What follows belongs to an exercise in optimizing a design on an open flow for small area; a production flow would make more cautious choices. Where RTL was checked, it was by simulation tests only, not by an equivalence proof against the original. Power and IR drop assume default switching activity.

==> flow/design.v <==
package uart_pkg;
    typedef logic [7:0] byte_t;
    localparam int DATA_BITS = 8;
    localparam logic LINE_IDLE = 1'b1;
    localparam logic START_LEVEL = 1'b0;
    localparam int CLOCKS_PER_BIT_DEFAULT = 32;
    localparam int FIFO_DEPTH_DEFAULT = 256;
endpackage
`timescale 1ns/1ps
module uart_rx #(
    parameter int CLOCKS_PER_BIT = uart_pkg::CLOCKS_PER_BIT_DEFAULT
) (
    input  logic            clk,
    input  logic            i_reset,
    input  logic            i_uart_rx,
    output logic            o_valid,
    output uart_pkg::byte_t o_data
);
    localparam int CNT_W = 5;
    localparam logic [CNT_W-1:0] SAMPLE_AT = 5'b11110;
    localparam logic [3:0] PH_IDLE  = 4'd0;
    localparam logic [3:0] PH_START = 4'd1;
    localparam logic [3:0] PH_STOP  = 4'd2;
    localparam logic [3:0] PH_VALID = 4'd4;
    localparam logic [3:0] PH_DATA0 = 4'd8;
    localparam logic [3:0] PH_DATA7 = 4'd12;
    logic [3:0]       phase;
    logic [CNT_W-1:0] bit_time;
    uart_pkg::byte_t  shift_reg;
    logic             sample;
    logic             in_data;
    logic             in_idle;
    logic rx_meta;
    logic rx_sync;
    logic rx_prev;
    always_ff @(posedge clk) begin
        if (i_reset) begin
            rx_meta <= uart_pkg::LINE_IDLE;
            rx_sync <= uart_pkg::LINE_IDLE;
            rx_prev <= uart_pkg::LINE_IDLE;
        end else begin
            rx_meta <= i_uart_rx;
            rx_sync <= rx_meta;
            rx_prev <= rx_sync;
        end
    end
    assign sample  = (bit_time == SAMPLE_AT);
    assign in_data = phase[3];
    assign in_idle = (phase == PH_IDLE) || (phase == PH_VALID);
    assign o_valid = (phase == PH_VALID);
    always_ff @(posedge clk) begin
        if (in_idle) begin
            bit_time <= '0;
        end else begin
            bit_time <= {bit_time[3:0],
                         bit_time[4] ^ bit_time[2] ^ (bit_time[3:0] == '0)};
        end
    end
    always_ff @(posedge clk) begin
        if (i_reset) begin
            phase <= PH_IDLE;
        end else begin
            if (in_idle) begin
                if (rx_prev == uart_pkg::LINE_IDLE &&
                    rx_sync == uart_pkg::START_LEVEL) begin
                    phase <= PH_START;
                end else begin
                    phase <= PH_IDLE;
                end
            end else if (sample) begin
                if (phase == PH_START) begin
                    phase <= (rx_sync == uart_pkg::START_LEVEL) ? PH_DATA0 : PH_IDLE;
                end else if (phase == PH_STOP) begin
                    phase <= (rx_sync == uart_pkg::LINE_IDLE) ? PH_VALID : PH_IDLE;
                end else if (phase == PH_DATA7) begin
                    phase <= PH_STOP;
                end else begin
                    phase <= {1'b1, phase[1:0],
                              phase[2] ^ phase[1] ^ (phase[1:0] == '0)};
                end
            end
        end
    end
    always_ff @(posedge clk) begin
        if (in_data && sample) begin
            shift_reg <= {rx_sync, shift_reg[7:1]};
        end
    end
    assign o_data = shift_reg;
endmodule
`timescale 1ns/1ps
module byte_fifo #(
    parameter int FIFO_DEPTH = uart_pkg::FIFO_DEPTH_DEFAULT
) (
    input  logic            clk,
    input  logic            i_reset,
    input  logic            i_valid,
    input  uart_pkg::byte_t i_data,
    output logic            o_valid,
    output uart_pkg::byte_t o_data,
    input  logic            i_ready
);
    localparam int AW = $clog2(FIFO_DEPTH);
    logic [AW-1:0] wr_pos;
    logic [AW-1:0] rd_pos;
    logic          last_wr;
    logic          rd_pend;
    logic [AW-1:0] wr_next;
    logic [AW-1:0] rd_next;
    logic ptr_eq;
    logic mem_empty;
    logic mem_full;
    logic out_load;
    logic bypass;
    logic mem_wr;
    logic mem_rd;
    assign wr_next = {wr_pos[6:0],
                      wr_pos[7] ^ wr_pos[5] ^ wr_pos[4] ^ wr_pos[3] ^ (wr_pos[6:0] == '0)};
    assign rd_next = {rd_pos[6:0],
                      rd_pos[7] ^ rd_pos[5] ^ rd_pos[4] ^ rd_pos[3] ^ (rd_pos[6:0] == '0)};
    assign ptr_eq    = (wr_pos == rd_pos);
    assign mem_empty = ptr_eq && !last_wr;
    assign mem_full  = ptr_eq && last_wr;
    assign out_load = !o_valid || i_ready;
    assign bypass = out_load && mem_empty && i_valid;
    assign mem_wr = i_valid && !mem_full && !bypass;
    assign mem_rd = out_load && !mem_empty;
    logic [8*FIFO_DEPTH-1:0] ring;
    uart_pkg::byte_t         ring_out;
    uart_pkg::byte_t         ring_in;
    uart_pkg::byte_t         wr_buf;
    logic                    wr_hit;
    logic                    rd_hit;
    assign ring_out = ring[8*FIFO_DEPTH-1 -: 8];
    assign wr_hit   = (wr_pos == '0);
    assign rd_hit   = rd_pend && (rd_pos == '0);
    assign ring_in  = wr_hit ? wr_buf : ring_out;
    always_ff @(posedge clk) begin
        ring <= {ring[8*FIFO_DEPTH-9:0], ring_in};
    end
    always_ff @(posedge clk) begin
        if (i_reset) begin
            wr_pos  <= '0;
            rd_pos  <= '0;
            last_wr <= 1'b0;
            rd_pend <= 1'b0;
            o_valid <= 1'b0;
        end else begin
            if (!mem_wr) begin
                wr_pos <= wr_next;
            end
            if (!mem_rd) begin
                rd_pos <= rd_next;
            end
            if (mem_wr) begin
                last_wr <= 1'b1;
            end else if (mem_rd) begin
                last_wr <= 1'b0;
            end
            if (mem_rd) begin
                rd_pend <= 1'b1;
            end else if (rd_hit) begin
                rd_pend <= 1'b0;
            end
            if (out_load) begin
                o_valid <= mem_rd || bypass;
            end
        end
    end
    always_ff @(posedge clk) begin
        if (mem_wr) begin
            wr_buf <= i_data;
        end
    end
    always_ff @(posedge clk) begin
        if (rd_hit) begin
            o_data <= mem_full ? ring_out : ring_in;
        end else if (bypass) begin
            o_data <= i_data;
        end
    end
endmodule
`timescale 1ns/1ps
module uart_tx #(
    parameter int CLOCKS_PER_BIT = uart_pkg::CLOCKS_PER_BIT_DEFAULT
) (
    input  logic            clk,
    input  logic            i_reset,
    input  logic            i_valid,
    input  uart_pkg::byte_t i_data,
    output logic            o_ready,
    output logic            o_uart_tx
);
    localparam int CNT_W = 5;
    logic [9:0]       frame;
    logic [CNT_W-1:0] bit_time;
    logic             take;
    logic             bit_end;
    assign o_ready   = (frame == '0);
    assign o_uart_tx = frame[0] || o_ready;
    assign take      = o_ready && i_valid;
    assign bit_end   = (bit_time == 5'b10000);
    always_ff @(posedge clk) begin
        if (o_ready) begin
            bit_time <= '0;
        end else begin
            bit_time <= {bit_time[3:0],
                         bit_time[4] ^ bit_time[2] ^ (bit_time[3:0] == '0)};
        end
    end
    always_ff @(posedge clk) begin
        if (i_reset) begin
            frame <= '0;
        end else if (take) begin
            frame <= {1'b1, i_data, uart_pkg::START_LEVEL};
        end else if (bit_end) begin
            frame <= frame >> 1;
        end
    end
endmodule
`timescale 1ns/1ps
module uart_echo_top #(
    parameter int CLOCKS_PER_BIT = uart_pkg::CLOCKS_PER_BIT_DEFAULT,
    parameter int FIFO_DEPTH     = uart_pkg::FIFO_DEPTH_DEFAULT
) (
    input  logic clk,
    input  logic i_reset,
    input  logic i_uart_rx,
    output logic o_uart_tx
);
    logic            rx_valid;
    uart_pkg::byte_t rx_data;
    logic            fifo_valid;
    uart_pkg::byte_t fifo_data;
    logic            tx_ready;
    uart_rx #(
        .CLOCKS_PER_BIT (CLOCKS_PER_BIT)
    ) uart_rx0 (
        .clk       (clk),
        .i_reset   (i_reset),
        .i_uart_rx (i_uart_rx),
        .o_valid   (rx_valid),
        .o_data    (rx_data)
    );
    byte_fifo #(
        .FIFO_DEPTH (FIFO_DEPTH)
    ) byte_fifo0 (
        .clk     (clk),
        .i_reset (i_reset),
        .i_valid (rx_valid),
        .i_data  (rx_data),
        .o_valid (fifo_valid),
        .o_data  (fifo_data),
        .i_ready (tx_ready)
    );
    uart_tx #(
        .CLOCKS_PER_BIT (CLOCKS_PER_BIT)
    ) uart_tx0 (
        .clk       (clk),
        .i_reset   (i_reset),
        .i_valid   (fifo_valid),
        .i_data    (fifo_data),
        .o_ready   (tx_ready),
        .o_uart_tx (o_uart_tx)
    );
endmodule
Settings: LEC_CHECK=0, CAP_MARGIN=20, CORE_MARGIN=2, CORE_UTILIZATION=70, CTS_BUF_LIST=sky130_fd_sc_hd__clkbuf_8, CTS_CLUSTER_DIAMETER=60, CTS_CLUSTER_SIZE=20, SLEW_MARGIN=20; clock period 8.0 ns.
standard.sh (not shown) runs the stock make flow with config.mk's settings and CLKGATE_MAP_FILE= SYNTH_SCRIPT=/design/flow/synth_recipe.tcl, a recipe that flattens the netlist after the stock synthesis.
==> flow/flow/run.sh <==
#!/bin/bash
# Standard layout, with the clock tree built without dummy loads.
set -euo pipefail
export CTS_ARGS="-sink_clustering_enable -repair_clock_nets -dont_use_dummy_load -buf_list sky130_fd_sc_hd__clkbuf_8 -sink_clustering_size 20 -sink_clustering_max_diameter 60"
bash standard.sh > flow_make.log 2>&1
Then changed:
--- a/flow/design.v
+++ b/flow/design.v
@@ -22,9 +22,9 @@
     localparam logic [3:0] PH_START = 4'd1;
     localparam logic [3:0] PH_STOP  = 4'd2;
     localparam logic [3:0] PH_VALID = 4'd4;
     localparam logic [3:0] PH_DATA0 = 4'd8;
-    localparam logic [3:0] PH_DATA7 = 4'd12;
+    localparam logic [3:0] PH_DATA7 = 4'd15;
     logic [3:0]       phase;
     logic [CNT_W-1:0] bit_time;
     uart_pkg::byte_t  shift_reg;
     logic             sample;
@@ -74,10 +74,9 @@
                     phase <= (rx_sync == uart_pkg::LINE_IDLE) ? PH_VALID : PH_IDLE;
                 end else if (phase == PH_DATA7) begin
                     phase <= PH_STOP;
                 end else begin
-                    phase <= {1'b1, phase[1:0],
-                              phase[2] ^ phase[1] ^ (phase[1:0] == '0)};
+                    phase <= phase + 1'b1;
                 end
             end
         end
     end
@@ -104,21 +103,15 @@
     logic [AW-1:0] wr_pos;
     logic [AW-1:0] rd_pos;
     logic          last_wr;
     logic          rd_pend;
-    logic [AW-1:0] wr_next;
-    logic [AW-1:0] rd_next;
     logic ptr_eq;
     logic mem_empty;
     logic mem_full;
     logic out_load;
     logic bypass;
     logic mem_wr;
     logic mem_rd;
-    assign wr_next = {wr_pos[6:0],
-                      wr_pos[7] ^ wr_pos[5] ^ wr_pos[4] ^ wr_pos[3] ^ (wr_pos[6:0] == '0)};
-    assign rd_next = {rd_pos[6:0],
-                      rd_pos[7] ^ rd_pos[5] ^ rd_pos[4] ^ rd_pos[3] ^ (rd_pos[6:0] == '0)};
     assign ptr_eq    = (wr_pos == rd_pos);
     assign mem_empty = ptr_eq && !last_wr;
     assign mem_full  = ptr_eq && last_wr;
     assign out_load = !o_valid || i_ready;
@@ -146,12 +139,12 @@
             rd_pend <= 1'b0;
             o_valid <= 1'b0;
         end else begin
             if (!mem_wr) begin
-                wr_pos <= wr_next;
+                wr_pos <= wr_pos - 1'b1;
             end
             if (!mem_rd) begin
-                rd_pos <= rd_next;
+                rd_pos <= rd_pos - 1'b1;
             end
             if (mem_wr) begin
                 last_wr <= 1'b1;
             end else if (mem_rd) begin
After rerunning:
- total power rose by 0.98%
- worst setup slack got worse by 0.31 ns
- routed wire length rose by 1.6%
- synthesized area increases by 0.75%
- die area went up by 0.74%
- register-to-register slack loses 0.09 ns
- core utilization went down by 0.57 points
- sequential share of layout area is lower by 0.64 points
- non-clock buffer count fell by 1
- cell area rises by 0.71%
- global-route usage climbs by 0.22 points
The RTL of the second run of this note was laid out without a check of its function.

-- port drivers added, routing unchanged --
The results above use ideal ports. As a check the final layouts listed here were re-extracted and re-timed, cells and wires unchanged. Step 1 assumes that a clkbuf_16 drives the clock port and a buf_2 every other input. Step 2 adds t to the input delays and takes it off the output delays; t is the mean of the earliest and latest rising clock arrival at the registers after step 1. Input paths then give back, and output paths get back, about the clock's delay inside the block. a / b / c = ideal / step 1 / step 2; a / b = the first two.
run	t (ns)	slack for setup (ns)	worst setup path at the end	worst register clock-pin slew, ns
the first run	0.756	3.961 / 3.908 / 4.663	register to output	0.12 / 0.12
the second run	0.758	3.646 / 3.588 / 4.346	register to output	0.12 / 0.12
After both steps setup and hold are still met in every run listed.
